Background: an optimization exercise with open tools, aiming at small area. Do not read the settings as production practice.
RTL that was checked went through simulation tests only; none was proved equivalent to the original.
No functional check of the RTL was part of run 4.
Power figures rest on the tool's default switching activity, not on a simulated workload. The flow treats the clock pin as an ideal source, which a real chip does not have.

### flow/config.mk
export PLATFORM = sky130hd
export DESIGN_NAME = mips_register_file
export DESIGN_NICKNAME = mips_register_file
export VERILOG_FILES = /design/flow/design.v
export SDC_FILE = /design/flow/constraint.sdc
export NUM_CORES = 4
export LEC_CHECK = 0
export CAP_MARGIN = 30
export CORE_MARGIN = 2
export CORE_UTILIZATION = 70
export SLEW_MARGIN = 30
export SYNTH_HIERARCHICAL = 1
### flow/constraint.sdc
create_clock -name core_clock -period 5.0 [get_ports {clk}]
set_input_delay 1.0000 -clock core_clock [delete_from_list [all_inputs] [get_ports {clk}]]
set_output_delay 1.0000 -clock core_clock [all_outputs]
set_load 0.01 [all_outputs]
### flow/design.v
module mips_rf_aoi222 (
  input  logic a0, b0, a1, b1, a2, b2,
  output logic y
);
  assign y = ~((a0 & b0) | (a1 & b1) | (a2 & b2));
endmodule
module mips_rf_ao221 (
  input  logic a0, b0, a1, b1, c,
  output logic y
);
  assign y = (a0 & b0) | (a1 & b1) | c;
endmodule
module mips_rf_rdbit (
  input  logic [31:0] sel,
  input  logic [31:0] din,
  output logic        y
);
  logic [9:0] n;
  logic       d;
  for (genvar k = 0; k < 10; k++) begin : g_aoi
    mips_rf_aoi222 u (
      .a0(sel[3*k]),   .b0(din[3*k]),
      .a1(sel[3*k+1]), .b1(din[3*k+1]),
      .a2(sel[3*k+2]), .b2(din[3*k+2]),
      .y(n[k])
    );
  end
  assign d = ~&n;
  mips_rf_ao221 u_last (
    .a0(sel[30]), .b0(din[30]), .a1(sel[31]), .b1(din[31]), .c(d), .y(y)
  );
endmodule
module mips_register_file #(
  parameter int DATA_W = 32,
  parameter int ADDR_W = 5
) (
  input  logic              clk,
  input  logic              rst_n,
  input  logic              rd_req,
  input  logic [31:0]       instruction_set,
  output logic [DATA_W-1:0] rs_data,
  output logic [DATA_W-1:0] rt_data,
  output logic              rd_valid,
  input  logic              wr_en,
  input  logic [ADDR_W-1:0] wr_addr,
  input  logic [DATA_W-1:0] wr_data,
  output logic [15:0]       wr_count
);
  localparam int NREG = 1 << ADDR_W;
  logic [DATA_W-1:0]  regs_q [NREG];
  logic [NREG-1:0]    valid_q;
  logic [NREG-1:0]    we;
  logic [NREG-1:0]    rs_sel, rt_sel;
  logic [DATA_W-1:0]  rs_d;
  logic [DATA_W-1:0]  rt_d;
  logic [15:0]        cnt_q, cnt_t;
  logic               valid_rd_q;
  logic [ADDR_W-1:0]  rs_idx, rt_idx;
  logic               wr_fire;
  assign rs_idx  = instruction_set[21 +: ADDR_W];
  assign rt_idx  = instruction_set[16 +: ADDR_W];
  assign wr_fire = wr_en && (wr_addr != '0);
  always_comb begin
    for (int i = 0; i < NREG; i++) begin
      we[i] = (i != 0) && wr_fire && (wr_addr == ADDR_W'(i));
    end
    rs_sel[0] = !rd_req;
    rt_sel[0] = !rd_req;
    for (int i = 1; i < NREG; i++) begin
      rs_sel[i] = rd_req && valid_q[i] && (rs_idx == ADDR_W'(i));
      rt_sel[i] = rd_req && valid_q[i] && (rt_idx == ADDR_W'(i));
    end
  end
  for (genvar b = 0; b < DATA_W; b++) begin : g_rd
    logic [NREG-1:1] col;
    for (genvar i = 1; i < NREG; i++) begin : g_col
      assign col[i] = regs_q[i][b];
    end
    mips_rf_rdbit u_rs (.sel(rs_sel), .din({col, rs_data[b]}), .y(rs_d[b]));
    mips_rf_rdbit u_rt (.sel(rt_sel), .din({col, rt_data[b]}), .y(rt_d[b]));
  end
  always_comb begin
    cnt_t[0] = wr_fire && !(&cnt_q);
    for (int k = 1; k < 16; k++) cnt_t[k] = cnt_t[k-1] && cnt_q[k-1];
  end
  always_ff @(posedge clk or negedge rst_n) begin
    if (!rst_n) begin
      valid_rd_q <= 1'b0;
      rs_data    <= '0;
      rt_data    <= '0;
      cnt_q      <= '0;
      valid_q    <= '0;
    end else begin
      valid_rd_q <= rd_req;
      rs_data    <= rs_d;
      rt_data    <= rt_d;
      cnt_q      <= cnt_q ^ cnt_t;
      valid_q    <= valid_q | we;
    end
  end
  for (genvar g = 1; g < NREG; g++) begin : g_reg
    always_ff @(posedge clk) begin
      if (we[g]) regs_q[g] <= wr_data;
    end
  end
  assign rd_valid = valid_rd_q;
  assign wr_count = cnt_q;
endmodule
### flow/flow/run.sh
#!/bin/bash
# The standard ORFS layout (standard.sh), with two changes to how it is built:
#  - the ports are buffered with the smallest buffer (buf_1) instead of clkdlybuf4s50_1;
#  - clock tree synthesis uses clkbuf_16 at the leaves and clkbuf_8 above them, larger sink clusters and no dummy loads.
set -euo pipefail
export BUFFER_PORTS_ARGS="-buffer_cell sky130_fd_sc_hd__buf_1"
export CTS_ARGS="-sink_clustering_enable -repair_clock_nets -dont_use_dummy_load -buf_list sky130_fd_sc_hd__clkbuf_16 -sink_clustering_size 30 -sink_clustering_max_diameter 100 -root_buf sky130_fd_sc_hd__clkbuf_8 -tree_buf sky130_fd_sc_hd__clkbuf_8"
bash standard.sh > standard_make.log 2>&1
### flow/standard.sh
#!/bin/bash
# synth_recipe.tcl (not shown) runs the flow's synth.tcl, then flattens the netlist and writes it again
# the make line also repeats each setting of config.mk as NAME=value (left out here)
make -C /OpenROAD-flow-scripts/flow DESIGN_CONFIG=/design/flow/config.mk WORK_HOME=/design/flow/orfs CLKGATE_MAP_FILE= SYNTH_SCRIPT=/design/flow/synth_recipe.tcl "${@:-finish}"
==> impl_metrics.json, run 1 <==
{
  "crit_slowest_cell": "o41ai_1",
  "synth_nets": 2358,
  "rsz0062_at_grt": "false",
  "async_flop_share": 0.101,
  "cp_max_fo": 4,
  "p_per_area_mw_per_mm2": 339,
  "finalSetupTns_ps": 0,
  "synth.cell_area_mm2": 0.0424,
  "setup_viol": 0,
  "worst_pin_slew_ps": 1160,
  "final_cells": 3339,
  "ir_drop_mv": 0.397,
  "vias_per_cell": 9.17,
  "cts_repair_resize_count": 0,
  "required_ps": 5620,
  "cts_setup_buffers": 0,
  "cp_cell_sequence": "buf_1 -> or2_1 -> o41ai_1 -> buf_4 -> nor2_1 -> ha_1 -> ha_1 -> ha_1 -> ha_1 -> ha_1 -> ha_1 -> ha_1 -> ha_1 -> ha_1 -> ha_1 -> ha_1 -> ha_1 -> ha_1 -> ha_1 -> ha_1 -> xor2_1",
  "dpl.cell_count": 3294,
  "seq_area_frac_synth": 0.769,
  "grt_max_degree": 65,
  "synth-compound-area-share": 0.169,
  "cts_buffer_depth": 3,
  "ys_seq_elements": 1104,
  "critPathKind": "in -> reg",
  "worst_path_largest_cell_delay_ps": 300,
  "critPathTopFamily": "adder cells",
  "max_slew_margin": 0.229,
  "die_w_um": 250,
  "portBuffers": 131,
  "max_cap_viol_count": 0,
  "final_common_cell": "edfxtp_1",
  "core-area_mm2": 0.0601,
  "layout_common_cells": "edfxtp_1, a222oi_1, nand4_1",
  "status": "finished clean",
  "grt_remaining_overflow": 0,
  "path_buf_inv": 2,
  "synthFlopType": "edfxtp_1",
  "ctsHoldBuffers": 0,
  "post-place-ws_ps": 87.7,
  "avgSynthCellArea_um2": 18.7,
  "synthMuxAreaShare": 0,
  "cts_made_buffers": 42,
  "die_y_um": 250,
  "grt_use_total": 0.449,
  "synthSimpleGateAreaFrac": 0.0565,
  "crit_top_cell": "ha_1",
  "initialDrtViolationCount": 8417,
  "cts.htree.levels": 2,
  "finalCriticalPeriod_ps": 4180,
  "place_hpwl_um": 80500,
  "cts_tree": "built",
  "synth-xor-area-share": 0.000207,
  "slew_violations": 0,
  "internal_power_uw": 12100,
  "antenna_left": 0,
  "synth_top_family_by_area": "compound AO/OA/AOI/OAI gates",
  "clkTransAtPathRegs_ps": 120,
  "timing.fmax_mhz": 239,
  "post-route-util": 0.766,
  "cp-start-kind": "primary input",
  "nFillCells": 3443,
  "finalWeightedCongestion": 0.965,
  "path_depth": 21,
  "cts_sinks": 1104,
  "drive_gt1_frac": 0.0916,
  "netlist_instances": 2270,
  "p_leak_uw": 0.0150,
  "min_period_over_period": 0.837,
  "clkPwrFrac": 0.257,
  "vias": 30600,
  "p_seq_frac": 0.675,
  "skew_ps": 42.6,
  "hold_violations": 0,
  "p_comb_frac": 0.068,
  "yosys_warnings": 8,
  "grt_pass1_vias": 30300,
  "area_growth_pct": 8.61,
  "drtPass1Iterations": 14,
  "grt_pass1_wl_um": 199000,
  "clk_latency_ps": 760,
  "hold_class": "in -> async",
  "floorplan.rows": 90,
  "cp_data_arrival_time_ps": 4800,
  "wl_per_cell_um": 42.5,
  "totalWireLength_um": 142000,
  "critPathCaptureType": "flop",
  "cts-root-buf": "clkbuf_8",
  "layout.nets": 2645,
  "post-route-drc-count": 0,
  "worst_slack_ps": 817,
  "p_sw_uw": 3490,
  "netlist-cell-type-count": 35,
  "p_sw_frac": 0.224,
  "antenna_found_initial": 11,
  "boundaryPins": 154,
  "synth_edf_count": 992,
  "rr_worst_depth": 19,
  "synthAdderAreaFrac": 0.00443,
  "dieArea_mm2": 0.0626,
  "start_util": 0.705
}
[per-stage QoR]
stage	total power (uW)	hold slack, ps	instance area, um2
CTS	15500	321	46000
global placement	11700	453	45000
floorplan	11200	439	42400
finish	15600	324	46000
global route	15900	367	46000
detailed placement	11700	462	45000
[Yosys stat by module, one instance, submodules excluded]
module / flip-flops and latches / times used / cells inside
mips_rf_ao221: 0 / 64 / 1
mips_rf_aoi222: 0 / 640 / 1
mips_rf_rdbit: 0 / 64 / 4
mips_register_file: 1104 / 1 / 1310
[routing by layer]
layer / GRT usage / up-vias / routed length, um
li1: - / 11600 / -
met1: 0.588 / 14700 / 42700
met2: 0.661 / 3550 / 62200
met3: 0.158 / 712 / 27500
met4: 0.257 / 10 / 9400
met5: 0.0139 / - / 147
[state kept, by name, summed over array words and instances, names as in the netlist]
register and cells:
regs_q 992, rs_data 32, rt_data 32, valid_q 31
cnt_q 16, valid_rd_q 1
[area by class of cell]
| cell class | count | area, um2 | share of cell area |
|---|---|---|---|
| inverter | 1 | 3.75 | 0.0000815 |
| sequential | 1104 | 32600 | 0.708 |
| antenna | 2 | 5.00 | 0.000109 |
| clock buffer | 42 | 995 | 0.0216 |
| multi-input combinational | 1158 | 10000 | 0.218 |
| timing repair buffer | 250 | 1460 | 0.0316 |
| tap | 782 | 978 | 0.0212 |
[power by group through the flow]
| stage | Combinational (uW) | Sequential, uW | Clock (uW) |
|---|---|---|---|
| finish | 1050 | 10500 | 4010 |
| global route | 1100 | 10600 | 4270 |
| CTS | 1020 | 10500 | 3970 |
| detailed placement | 1010 | 10700 | 0 |
| global placement | 978 | 10700 | 0 |
| floorplan | 436 | 10700 | 0 |
[worst register-to-register path: stages (launching register included)]
cell	delay (ps)
dfrtp_1	410
nand4_1	120
nor4_1	310
nor2_1	90
ha_1	190
ha_1	180
ha_1	180
ha_1	180
ha_1	180
ha_1	180
ha_1	180
ha_1	200
ha_1	190
ha_1	180
ha_1	180
ha_1	180
ha_1	190
ha_1	180
ha_1	190
xor2_1	140
[path summary, 6_finish.rpt]
path / from / endpoint / slack [ps]
worst max-delay path: wr_addr[0] / cnt_q[15] / 820
worst min-delay path: rst_n / rs_data[30] / 320
worst max register to register: cnt_q[15] / cnt_q[15] / 1070
worst min register to register: valid_q[26] / valid_q[26] / 490
max in group asynchronous: rst_n / rt_data[3] / 3650
min in group core_clock: valid_q[26] / valid_q[26] / 490
[Yosys cell counts (all sizes together), types with 7 or more instances]
| cell | number | share of area |
|---|---|---|
| nor2b | 7 | 0.0010 |
| edfxtp | 992 | 0.70 |
| a222oi | 640 | 0.15 |
| a221o | 64 | 0.015 |
| nor2 | 43 | 0.0038 |
| dfrtp | 112 | 0.066 |
| or3 | 64 | 0.0094 |
| nand2 | 69 | 0.0061 |
| o21bai | 15 | 0.0027 |
| nand4 | 134 | 0.020 |
| ha | 15 | 0.0044 |
| or2 | 17 | 0.0025 |
| and3 | 63 | 0.0093 |
[kinds of logic after synthesis]
group	after synthesis
xor+xnor	1
compound gates	720
buf+inv	8
fa+ha+maj	15
simple gates	422
flops	1104
==> inputs of run 2 (changes only) <==
--- a/flow/config.mk
+++ b/flow/config.mk
@@ -7,6 +7,7 @@
 export LEC_CHECK = 0
 export CAP_MARGIN = 30
 export CORE_MARGIN = 2
-export CORE_UTILIZATION = 70
+export CORE_UTILIZATION = 60
+export PLACE_DENSITY = 0.8
 export SLEW_MARGIN = 30
 export SYNTH_HIERARCHICAL = 1
==> run 2 against run 1 <==
- still clean on timing, DRC and antenna
- clock power barely moved
- power up 0.11%
- combinational power is essentially flat
- worst setup slack got worse by 150 ps
- first-iteration DRC count grew 2.9%
- hold slack worse by 12 ps
- cell area increased by 0.60%
- sequential power hardly changed
- largest cell class unchanged
- highest routed layer unchanged
==> impl_metrics.json, run 2 <==
{
  "status": "finished clean",
  "start_util": 0.605,
  "area_growth_pct": 9.27,
  "vias_per_cell": 8.70,
  "yosys_warnings": 8,
  "wl_per_cell_um": 39.8,
  "cts_repair_resize_count": 0,
  "cp_max_fo": 4,
  "p_per_area_mw_per_mm2": 337,
  "grt_remaining_overflow": 0,
  "synthFlopType": "edfxtp_1",
  "grt_use_total": 0.374,
  "synth_top_family_by_area": "compound AO/OA/AOI/OAI gates",
  "synthMuxAreaShare": 0,
  "final_common_cell": "edfxtp_1",
  "final_area_mm2": 0.0463,
  "synth.cell_area_mm2": 0.0424,
  "rr_worst_depth": 19,
  "die_y_um": 270,
  "ys_seq_elements": 1104,
  "required_ps": 5690,
  "place_hpwl_um": 81100,
  "post-synth-top-area-fraction": 0.703,
  "min_period_over_period": 0.867,
  "post-route-drc-count": 0,
  "core-area_mm2": 0.0700,
  "layout_common_cells": "edfxtp_1, a222oi_1, nand4_1",
  "avgSynthCellArea_um2": 18.7,
  "regMostFlops": "regs_q",
  "synth_most_common_cell": "edfxtp_1",
  "cp-start-kind": "primary input",
  "reg_top3": "regs_q (992), rs_data (32), rt_data (32)",
  "synthAdderAreaFrac": 0.00443,
  "p_leak_uw": 0.0151,
  "clk_latency_ps": 820,
  "r2r-start": "cnt_q[15]",
  "final_cells": 3516,
  "netlist_instances": 2270,
  "cts.htree.levels": 2,
  "synthSimpleGateAreaFrac": 0.0565,
  "grt_pass1_wl_um": 198000,
  "yosysTopAreaCell": "edfxtp_1",
  "drive_gt1_frac": 0.0917,
  "worst_pin_slew_ps": 1130,
  "nFillCells": 4512,
  "synth_nets": 2358,
  "cts_buffer_depth": 3,
  "floorplan.rows": 97,
  "totalWireLength_um": 140000,
  "skew_ps": 70.8,
  "antenna_found_initial": 23,
  "dieArea_mm2": 0.0728,
  "layout.nets": 2654,
  "hold_class": "in -> async",
  "initialDrtViolationCount": 8660,
  "synthTopCellsByArea": "edfxtp_1, a222oi_1, dfrtp_1, nand4_1, a221o_1",
  "boundaryPins": 154,
  "netlist-cell-type-count": 35,
  "synth_edf_count": 992,
  "hold_violations": 0,
  "placed_area_mm2": 0.0453,
  "cts-root-buf": "clkbuf_8",
  "grt_max_degree": 65,
  "cts_setup_buffers": 0,
  "cts_tree": "built",
  "critPathKind": "in -> reg",
  "setup_viol": 0,
  "r2r_slack_ps": 1000,
  "seq_area_frac_synth": 0.769,
  "largest_reg_flops": 992,
  "die_w_um": 270,
  "synth_common_cells": "edfxtp_1, a222oi_1, nand4_1",
  "synth-xor-area-share": 0.000207,
  "ir_drop_mv": 0.244,
  "vias": 30600,
  "cp_data_arrival_time_ps": 5030,
  "r2r_end": "cnt_q[15]",
  "cts_sinks": 1104,
  "critPathCaptureType": "flop",
  "max_cap_viol_count": 0,
  "clkTransAtPathRegs_ps": 110,
  "finalCriticalPeriod_ps": 4330,
  "synth-compound-area-share": 0.169,
  "ctsHoldBuffers": 0,
  "finalWeightedCongestion": 0.950,
  "portBuffers": 131,
  "timing.fmax_mhz": 231,
  "drtPass1Iterations": 13,
  "async_flop_share": 0.101,
  "slew_violations": 0,
  "antenna_left": 0,
  "cts_made_buffers": 42,
  "dpl.cell_count": 3462,
  "max_slew_margin": 0.244,
  "rsz0062_at_grt": "false",
  "grt_pass1_vias": 30500
}
## run 2: cell counts after synthesis
Identical to the previous run, type by type.
## run 2: layout make-up
cell class | count | area (um2) | area share
Sequential cell | 1104 | 32600 | 0.704
Multi-Input combinational cell | 1158 | 10000 | 0.216
Tap cell | 940 | 1180 | 0.0254
Inverter | 1 | 3.75 | 0.0000810
Clock buffer | 42 | 995 | 0.0215
Antenna cell | 12 | 30.0 | 0.000648
Timing Repair Buffer | 259 | 1520 | 0.0327
## run 2: metal layers
metal / GRT usage / vias to the layer above / wire, um
met1: 0.464 / 14600 / 41300
met4: 0.225 / 16 / 10400
met3: 0.119 / 808 / 25600
met2: 0.582 / 3447 / 62500
li1: - / 11700 / -
met5: 0 / - / 104
## run 2: logic make-up after synthesis
group | after synthesis
xor gates and xnor gates | 1
DFF | 1104
and+or+nand+nor | 422
buffers and inverters | 8
adders and majority gates | 15
AOI/OAI and AO/OA | 720
## run 2: worst max-delay path by stage
stage / depth (start not counted) / endpoint / slack [ps] / from
finish: 21 / cnt_q[15] / 670 / wr_addr[0]
global route: 21 / cnt_q[15] / 460 / wr_addr[0]
CTS: 21 / cnt_q[15] / 470 / wr_addr[0]
detailed placement: 21 / cnt_q[15] / -340 / wr_addr[0]
global placement: 21 / cnt_q[15] / -350 / wr_addr[0]
floorplan: 20 / cnt_q[15] / 500 / wr_addr[0]
## run 2: where the power goes
part | switching, uW | total (uW) | internal (uW)
logic | 698 | 1070 | 370
registers | 208 | 10500 | 10300
clock network | 2600 | 4010 | 1420
## run 2: Yosys stat by module, one instance, submodules excluded
module	area (um2)	times used	cells
mips_register_file	33900	1	1310
mips_rf_ao221	10.0	64	1
mips_rf_aoi222	10.0	640	1
mips_rf_rdbit	22.5	64	4
## run 2: per-stage QoR
step	hold WS, ps	setup WS [ps]	total power (uW)	util	TNS (ps)
3_3_place_gp	456	-353	11700	0.646	-753
2_1_floorplan	439	497	11200	-	0
5_1_grt	372	457	15900	0.661	0
4_1_cts	386	466	15500	0.661	0
3_5_place_dp	464	-337	11800	0.647	-718
6_report	312	667	15600	0.662	0
## run 2: worst max-delay path: stages
cell and delay (ps):
buf_1 120, or2_1 260, o41ai_2 490, buf_4 210, nor2_1 40, ha_1 200
ha_1 180, ha_1 180, ha_1 190, ha_1 190, ha_1 180, ha_1 180
ha_1 190, ha_1 180, ha_1 180, ha_1 180, ha_1 190, ha_1 180
ha_1 180, ha_1 190, xor2_1 140
==> inputs of run 3 (changes only) <==
--- a/flow/design.v
+++ b/flow/design.v
@@ -9,6 +9,15 @@
   output logic y
 );
   assign y = (a0 & b0) | (a1 & b1) | c;
+endmodule
+module mips_rf_wdec (
+  input  logic        wr_en,
+  input  logic [4:0]  wr_addr,
+  output logic [31:1] we
+);
+  for (genvar i = 1; i < 32; i++) begin : g_we
+    assign we[i] = wr_en && (wr_addr == 5'(i));
+  end
 endmodule
 module mips_rf_rdbit (
   input  logic [31:0] sel,
@@ -60,10 +69,11 @@
   assign rs_idx  = instruction_set[21 +: ADDR_W];
   assign rt_idx  = instruction_set[16 +: ADDR_W];
   assign wr_fire = wr_en && (wr_addr != '0);
+  mips_rf_wdec u_wdec (
+    .wr_en(wr_en), .wr_addr(wr_addr), .we(we[NREG-1:1])
+  );
+  assign we[0] = 1'b0;
   always_comb begin
-    for (int i = 0; i < NREG; i++) begin
-      we[i] = (i != 0) && wr_fire && (wr_addr == ADDR_W'(i));
-    end
     rs_sel[0] = !rd_req;
     rt_sel[0] = !rd_req;
     for (int i = 1; i < NREG; i++) begin
==> run 3 against run 2 <==
- synthesized cell count is 0.31% lower
- hold slack worse by 21 ps
- global-route usage is 0.61 points higher
- register-to-register slack better by 80 ps
- utilization is 0.16 points lower
- sequential power hardly changed
- cell area is 0.25% lower
- die area hardly changed
- cell count is 0.74% lower
- clock power is 1% higher
- clock skew is 8.5 ps lower
- critical path type unchanged
==> impl_metrics.json, run 3 <==
{
  "finalWeightedCongestion": 0.945,
  "boundaryPins": 154,
  "die_w_um": 270,
  "cts_setup_buffers": 0,
  "place_hpwl_um": 80500,
  "global_route.usage.met2": 0.579,
  "cts_sinks": 1104,
  "p_per_area_mw_per_mm2": 339,
  "critPathCaptureType": "flop",
  "max_slew_margin": 0.285,
  "setup_viol": 0,
  "hold_violations": 0,
  "synth_most_common_cell": "edfxtp_1",
  "die_y_um": 270,
  "vias": 30800,
  "required_ps": 5660,
  "reg_top3": "regs_q (992), rs_data (32), rt_data (32)",
  "grt_max_degree": 59,
  "min_period_over_period": 0.842,
  "cts-root-buf": "clkbuf_8",
  "clkTransAtPathRegs_ps": 110,
  "synth.cell_area_mm2": 0.0424,
  "cp-start-kind": "primary input",
  "skew_ps": 62.3,
  "totalWireLength_um": 142000,
  "start_util": 0.605,
  "final_common_cell": "edfxtp_1",
  "area_growth_pct": 9.08,
  "ir_drop_mv": 0.256,
  "hold_class": "in -> async",
  "ys_seq_elements": 1104,
  "top_usage_layer": "met2",
  "cp_max_fo": 2,
  "regMostFlops": "regs_q",
  "vias_per_cell": 8.81,
  "synth_edf_count": 992,
  "timing.fmax_mhz": 238,
  "grt_use_total": 0.380,
  "core-area_mm2": 0.0700,
  "portBuffers": 131,
  "drtPass1Iterations": 15,
  "netlist-cell-type-count": 30,
  "cts_made_buffers": 43,
  "critPathKind": "in -> reg",
  "max_cap_viol_count": 0,
  "antenna_found_initial": 16,
  "largest_reg_flops": 992,
  "r2r_slack_ps": 1080,
  "cts.htree.levels": 2,
  "rsz0062_at_grt": "false",
  "post-route-drc-count": 0,
  "yosysTopAreaCell": "edfxtp_1",
  "drive_gt1_frac": 0.0974,
  "async_flop_share": 0.101,
  "synth_common_cells": "edfxtp_1, a222oi_1, nand4_1",
  "grt_util_met1": 0.473,
  "worst_slack_ps": 791,
  "avgSynthCellArea_um2": 18.7,
  "finalCriticalPeriod_ps": 4210,
  "layout.nets": 2637,
  "post-synth-top-area-fraction": 0.703,
  "synthFlopType": "edfxtp_1",
  "clk_latency_ps": 790,
  "ctsHoldBuffers": 0,
  "final_area_mm2": 0.0462,
  "netlist_instances": 2263,
  "slew_violations": 0,
  "rr_worst_depth": 19,
  "seq_area_frac_synth": 0.769,
  "cp_data_arrival_time_ps": 4870,
  "finalSetupTns_ps": 0,
  "status": "finished clean",
  "initialDrtViolationCount": 8883,
  "yosys_warnings": 8,
  "synthTopCellsByArea": "edfxtp_1, a222oi_1, dfrtp_1, nand4_1, a221o_1",
  "cts_tree": "built",
  "dieArea_mm2": 0.0727,
  "hold_ws_ps": 291,
  "floorplan.rows": 97,
  "synth_nets": 2351,
  "post-place-ws_ps": -7.13,
  "grt_pass1_vias": 30800,
  "grt_remaining_overflow": 0,
  "wl_per_cell_um": 40.6,
  "grt_util_met3": 0.142,
  "p_total_uw": 15700,
  "antenna_left": 0,
  "layout_common_cells": "edfxtp_1, a222oi_1, nand4_1",
  "grt_pass1_wl_um": 201000,
  "worst_pin_slew_ps": 1070,
  "placed_area_mm2": 0.0452,
  "cts_repair_resize_count": 0,
  "cts_buffer_depth": 3,
  "p_leak_uw": 0.0151
}
==> run 3: through the flow <==
stage               utilization  instances
finish                    0.660       3490
global route              0.660       3488
detailed placement        0.645       3443
floorplan                     -       2263
CTS                       0.659       3486
global placement          0.644       3442
==> run 3: final cells by class <==
cell class | instances | area, um2
sequential | 1104 | 32600
timing repair buffer | 245 | 1420
fill | 4605 | 23800
inverter | 1 | 3.75
clock buffer | 43 | 1020
multi-input combinational | 1154 | 9990
tap | 940 | 1180
antenna | 3 | 7.51
==> run 3: per-module statistics from Yosys, one instance, submodules excluded <==
| module | cells inside | area, um2 | times used | flip-flops and latches |
|---|---|---|---|---|
| mips_register_file | 1257 | 33600 | 1 | 1104 |
| mips_rf_wdec | 46 | 230 | 1 | 0 |
| mips_rf_rdbit | 4 | 22.5 | 64 | 0 |
| mips_rf_ao221 | 1 | 10.0 | 64 | 0 |
| mips_rf_aoi222 | 1 | 10.0 | 640 | 0 |
==> run 3: worst paths after layout <==
check                                  from     endpoint
worst max register to register     cnt_q[8]    cnt_q[15]
min in group core_clock         valid_q[12]  valid_q[12]
worst min-delay path                  rst_n     cnt_q[6]
worst max-delay path             wr_addr[4]    cnt_q[15]
max in group asynchronous             rst_n  rs_data[15]
worst min register to register  valid_q[12]  valid_q[12]
==> run 3: power breakdown <==
group	switching, uW	internal (uW)	total, uW	leakage [uW]
clock network	2600	1450	4050	0.000504
logic	700	370	1070	0.00423
registers	211	10300	10500	0.0104
total	3510	12200	15700	0.0151
==> run 3: critical path: stages <==
cell and delay, ps:
buf_1 80, or4_1 500, o21ai_0 310, nor2_1 80, ha_1 190, ha_1 190
ha_1 180, ha_1 180, ha_1 190, ha_1 200, ha_1 180, ha_1 190
ha_1 190, ha_1 180, ha_1 180, ha_1 180, ha_1 180, ha_1 170
ha_1 180, xor2_1 140
==> run 3: cells by family (layout without fill, tap and decap cells) <==
| family | after synthesis | after routing | synth area share |
|---|---|---|---|
| AO/OA/AOI/OAI | 705 | 705 | 0.166 |
| XOR/XNOR | 1 | 1 | 0.000207 |
| adder cells (fa/ha/maj) | 15 | 15 | 0.00443 |
| buffers and inverters | 5 | 289 | 0.000472 |
| flip-flops | 1104 | 1104 | 0.769 |
| other | 0 | 3 | 0 |
| AND/OR/NAND/NOR | 433 | 433 | 0.0591 |
==> run 3: metal layers <==
layer,vias up,part of all wire
met5,-,0.0014
met4,18,0.066
met3,779,0.19
met2,3618,0.45
met1,14800,0.30
li1,11600,-
==> inputs of run 4 (changes only) <==
==> flow/design.v (replaced) <==
module mips_register_file #(
  parameter int DATA_W = 32,
  parameter int ADDR_W = 5
) (
  input  logic              clk,
  input  logic              rst_n,
  input  logic              rd_req,
  input  logic [31:0]       instruction_set,
  output logic [DATA_W-1:0] rs_data,
  output logic [DATA_W-1:0] rt_data,
  output logic              rd_valid,
  input  logic              wr_en,
  input  logic [ADDR_W-1:0] wr_addr,
  input  logic [DATA_W-1:0] wr_data,
  output logic [15:0]       wr_count
);
  localparam int NREG = 1 << ADDR_W;
  typedef enum logic {
    IDLE = 1'b0,
    RESP = 1'b1
  } state_t;
  state_t             state_q, state_d;
  logic [DATA_W-1:0]  regs_q [NREG];
  logic [DATA_W-1:0]  rs_q, rs_d;
  logic [DATA_W-1:0]  rt_q, rt_d;
  logic [15:0]        cnt_q, cnt_d;
  logic [ADDR_W-1:0]  rs_idx, rt_idx;
  logic               wr_fire;
  logic               unused_instr_bits;
  assign rs_idx  = instruction_set[21 +: ADDR_W];
  assign rt_idx  = instruction_set[16 +: ADDR_W];
  assign unused_instr_bits = ^{instruction_set[31:26], instruction_set[15:0]};
  assign wr_fire = wr_en && (wr_addr != '0);
  always_comb begin
    state_d = rd_req ? RESP : IDLE;
  end
  always_comb begin
    rs_d = rs_q;
    rt_d = rt_q;
    if (rd_req) begin
      rs_d = (rs_idx == '0) ? '0 : regs_q[rs_idx];
      rt_d = (rt_idx == '0) ? '0 : regs_q[rt_idx];
    end
  end
  always_comb begin
    cnt_d = cnt_q;
    if (wr_fire && (cnt_q != 16'hFFFF)) cnt_d = cnt_q + 16'd1;
  end
  always_ff @(posedge clk or negedge rst_n) begin
    if (!rst_n) begin
      state_q <= IDLE;
      rs_q    <= '0;
      rt_q    <= '0;
      cnt_q   <= '0;
    end else begin
      state_q <= state_d;
      rs_q    <= rs_d;
      rt_q    <= rt_d;
      cnt_q   <= cnt_d;
    end
  end
  always_ff @(posedge clk or negedge rst_n) begin
    if (!rst_n) begin
      for (int i = 0; i < NREG; i++) regs_q[i] <= '0;
    end else if (wr_fire) begin
      regs_q[wr_addr] <= wr_data;
    end
  end
  assign rs_data  = rs_q;
  assign rt_data  = rt_q;
  assign rd_valid = (state_q == RESP);
  assign wr_count = cnt_q;
endmodule
==> flow/run.sh (new file) <==
#!/bin/bash
# synth_recipe.tcl (not shown) runs the flow's synth.tcl, then flattens the netlist and writes it again
# the make line also repeats each setting of config.mk as NAME=value (left out here)
make -C /OpenROAD-flow-scripts/flow DESIGN_CONFIG=/design/flow/config.mk WORK_HOME=/design/flow/orfs CLKGATE_MAP_FILE= SYNTH_SCRIPT=/design/flow/synth_recipe.tcl finish
--- a/flow/config.mk
+++ b/flow/config.mk
@@ -7,7 +7,5 @@
 export LEC_CHECK = 0
 export CAP_MARGIN = 30
 export CORE_MARGIN = 2
-export CORE_UTILIZATION = 60
-export PLACE_DENSITY = 0.8
+export CORE_UTILIZATION = 30
 export SLEW_MARGIN = 30
-export SYNTH_HIERARCHICAL = 1
removed: flow/flow/run.sh
removed: flow/standard.sh
==> run 4 against run 3 <==
- count of clock-buffer cells in the layout grew 113
- worst setup slack gained 320 ps
- clock skew shrank 4.1 ps
- sequential share of layout area shrank 29 points
- power grew 61%
- global-route usage shrank 6.7 points
- sequential power grew 14%
- combinational power grew to 3.6 times the previous value
- clock power grew 130%
- utilization shrank 30 points
- area after synthesis grew 26%
- first-iteration DRC count grew 5.7%
- critical path type unchanged
- largest cell class unchanged
- largest power group unchanged
- highest routed layer unchanged
==> impl_metrics.json, run 4 <==
{
  "antenna_left": 0,
  "yosysTopAreaCell": "dfrtp_1",
  "yosys_warnings": 2,
  "cts_made_buffers": 114,
  "totalWireLength_um": 292000,
  "synth_common_cells": "dfrtp_1, mux2_2, a22oi_1",
  "reg_top3": "regs_q (992), rs_q (32), rt_q (32)",
  "boundaryPins": 154,
  "area_growth_pct": 19.4,
  "synth_top_family_by_area": "multiplexers",
  "status": "finished clean",
  "synth_most_common_cell": "dfrtp_1",
  "seq_area_frac_synth": 0.502,
  "synth-xor-area-share": 0.00229,
  "synthFlopType": "dfrtp_1",
  "grt_pass1_vias": 46500,
  "nFillCells": 17400,
  "required_ps": 5660,
  "die_w_um": 426,
  "floorplan.rows": 155,
  "critPathKind": "in -> reg",
  "synthSimpleGateAreaFrac": 0.110,
  "synth-compound-area-share": 0.139,
  "netlist-cell-type-count": 67,
  "min_period_over_period": 0.777,
  "hold_class": "in -> async",
  "post-route-drc-count": 0,
  "r2r-start": "regs_q[26][26]",
  "cts_repair_resize_count": 0,
  "drive_gt1_frac": 0.350,
  "cp_max_fo": 19,
  "max_cap_viol_count": 0,
  "async_flop_share": 1.00,
  "core-area_mm2": 0.178,
  "timing.fmax_mhz": 257,
  "cts_sinks": 1073,
  "vias_per_cell": 6.90,
  "regMostFlops": "regs_q",
  "grt_remaining_overflow": 0,
  "start_util": 0.301,
  "drtPass1Iterations": 11,
  "synth_edf_count": 0,
  "p_per_area_mw_per_mm2": 394,
  "ir_drop_mv": 0.305,
  "grt_use_total": 0.313,
  "portBuffers": 131,
  "largest_reg_flops": 992,
  "rsz0062_at_grt": "false",
  "synth_nets": 4656,
  "place_hpwl_um": 179000,
  "multiInputGateArea_mm2": 0.0255,
  "grt_max_degree": 97,
  "hold_violations": 0,
  "wl_per_cell_um": 40.7,
  "clkTransAtPathRegs_ps": 60,
  "cts_setup_buffers": 0,
  "synthAdderAreaFrac": 0.000234,
  "finalSetupTns_ps": 0,
  "antenna_found_initial": 46,
  "seqCellArea_mm2": 0.0269,
  "synth.cell_area_mm2": 0.0535,
  "cts.htree.levels": 3,
  "hold_ws_ps": 147,
  "slew_violations": 0,
  "rr_worst_depth": 7,
  "synthTopCellsByArea": "dfrtp_1, mux2_2, a22oi_1, and3_1, clkbuf_1",
  "finalCriticalPeriod_ps": 3890,
  "cts_tree": "built",
  "max_slew_margin": 0.185,
  "skew_ps": 58.2,
  "layout_common_cells": "dfrtp_1, mux2_2, a22oi_1",
  "final_common_cell": "dfrtp_1",
  "post-synth-top-area-fraction": 0.502,
  "die_y_um": 426,
  "p_leak_uw": 0.0282,
  "r2r_slack_ps": 2490,
  "cts-root-buf": "clkbuf_16",
  "ys_seq_elements": 1073,
  "cp_data_arrival_time_ps": 4550,
  "netlist_instances": 4582,
  "ctsHoldBuffers": 0,
  "critPathCaptureType": "flop",
  "cts_buffer_depth": 3,
  "finalWeightedCongestion": 1.02,
  "clk_latency_ps": 780,
  "cp-start-kind": "primary input",
  "grt_pass1_wl_um": 395000,
  "worst_pin_slew_ps": 1220,
  "crit_start": "instruction_set[19]",
  "avgSynthCellArea_um2": 11.7,
  "initialDrtViolationCount": 9386,
  "setup_viol": 0,
  "vias": 49400,
  "synthMuxAreaShare": 0.211,
  "dieArea_mm2": 0.182,
  "layout.nets": 4746
}
[run 4: cell types whose count changed after synthesis, sizes merged, moves of 122 or more]
cell and change:
mux2 +993, edfxtp -992, dfrtp +961, a222oi -637
a22oi +572, clkbuf +341, and3 +316, a2111oi +122
[run 4: cell type report]
cell class | count | share of cell area
tap | 2355 | 0.0461
inverter | 11 | 0.000666
timing repair buffer | 438 | 0.0690
clock inverter | 57 | 0.0126
antenna | 38 | 0.00149
clock buffer | 156 | 0.0512
multi-input combinational | 3034 | 0.399
sequential | 1073 | 0.420
[run 4: cells by family after synthesis]
| logic type | count (synthesis) |
|---|---|
| buf+inv | 475 |
| simple gates | 1029 |
| compound gates | 985 |
| mux | 1005 |
| fa+ha+maj | 1 |
| xor+xnor | 14 |
| flops | 1073 |
[run 4: worst paths after layout]
kind / to
max: rt_q[15]
min: regs_q[26][1]
max reg2reg: rt_q[26]
min reg2reg: rt_q[16]
max in group asynchronous: regs_q[30][16]
min in group core_clock: rt_q[16]
[run 4: metal layers]
metal  part of all wire  routed length (um)  vias up  track usage
li1                   -                   -    17900            -
met1               0.35              102000    24800        0.379
met2               0.40              117000     4985        0.433
met3               0.15               44600     1660        0.140
met4              0.094               27500       40        0.234
met5             0.0011                 311        -      0.00238
[run 4: worst max-delay path: stages]
cell	delay (ps)
buf_2	570
buf_4	360
nand3b_1	310
buf_4	230
nor2_4	160
buf_4	320
a22oi_1	220
nand4_1	150
nor4_1	860
buf_4	230
o2bb2ai_1	60
[run 4: metrics by stage]
stage	power (uW)	utilization	std cells	instance area [um2]	setup slack [ps]
floorplan	13600	-	4582	53500	2180
global placement	15600	0.335	6898	59500	439
detailed placement	15800	0.336	6908	59700	639
CTS	25000	0.359	7121	63800	1470
global route	25800	0.359	7131	63800	1310
finish	25100	0.359	7162	63900	1110
[run 4: power by group]
group / internal [uW] / switching, uW / total [uW]
clock network: 5420 / 3890 / 9310
logic: 1870 / 1940 / 3810
registers: 10400 / 1630 / 12000

-- static timing again, ports no longer ideal --
Ports are ideal in the flow. The routed layouts listed here were re-timed in OpenROAD. Step 1 assumes that a clkbuf_16 drives the clock port and a buf_2 every other input. Step 2, shift: input delay + t, output delay - t, t = (earliest + latest rising clock arrival at the registers) / 2. This alone moves slack from input paths to output paths. a / b / c = no drivers / after step 1 / after step 2; a / b = the first two.
run	t, ns	setup slack, ns	worst setup path after step 2	cell pins on the clock port's net
run 1	0.806	0.817 / 0.857 / 0.051	input to register	1
run 2	0.848	0.667 / 0.713 / -0.135	input to register	1
run 3	0.812	0.791 / 0.822 / 0.010	input to register	1
run 4	0.843	1.114 / 1.180 / 0.338	input to register	1
Met with ideal ports but missed after step 2: setup timing in run 2. For run 2, which loses most, drivers alone change the setup slack by +0.046 ns; drivers and shift together by -0.802 ns.
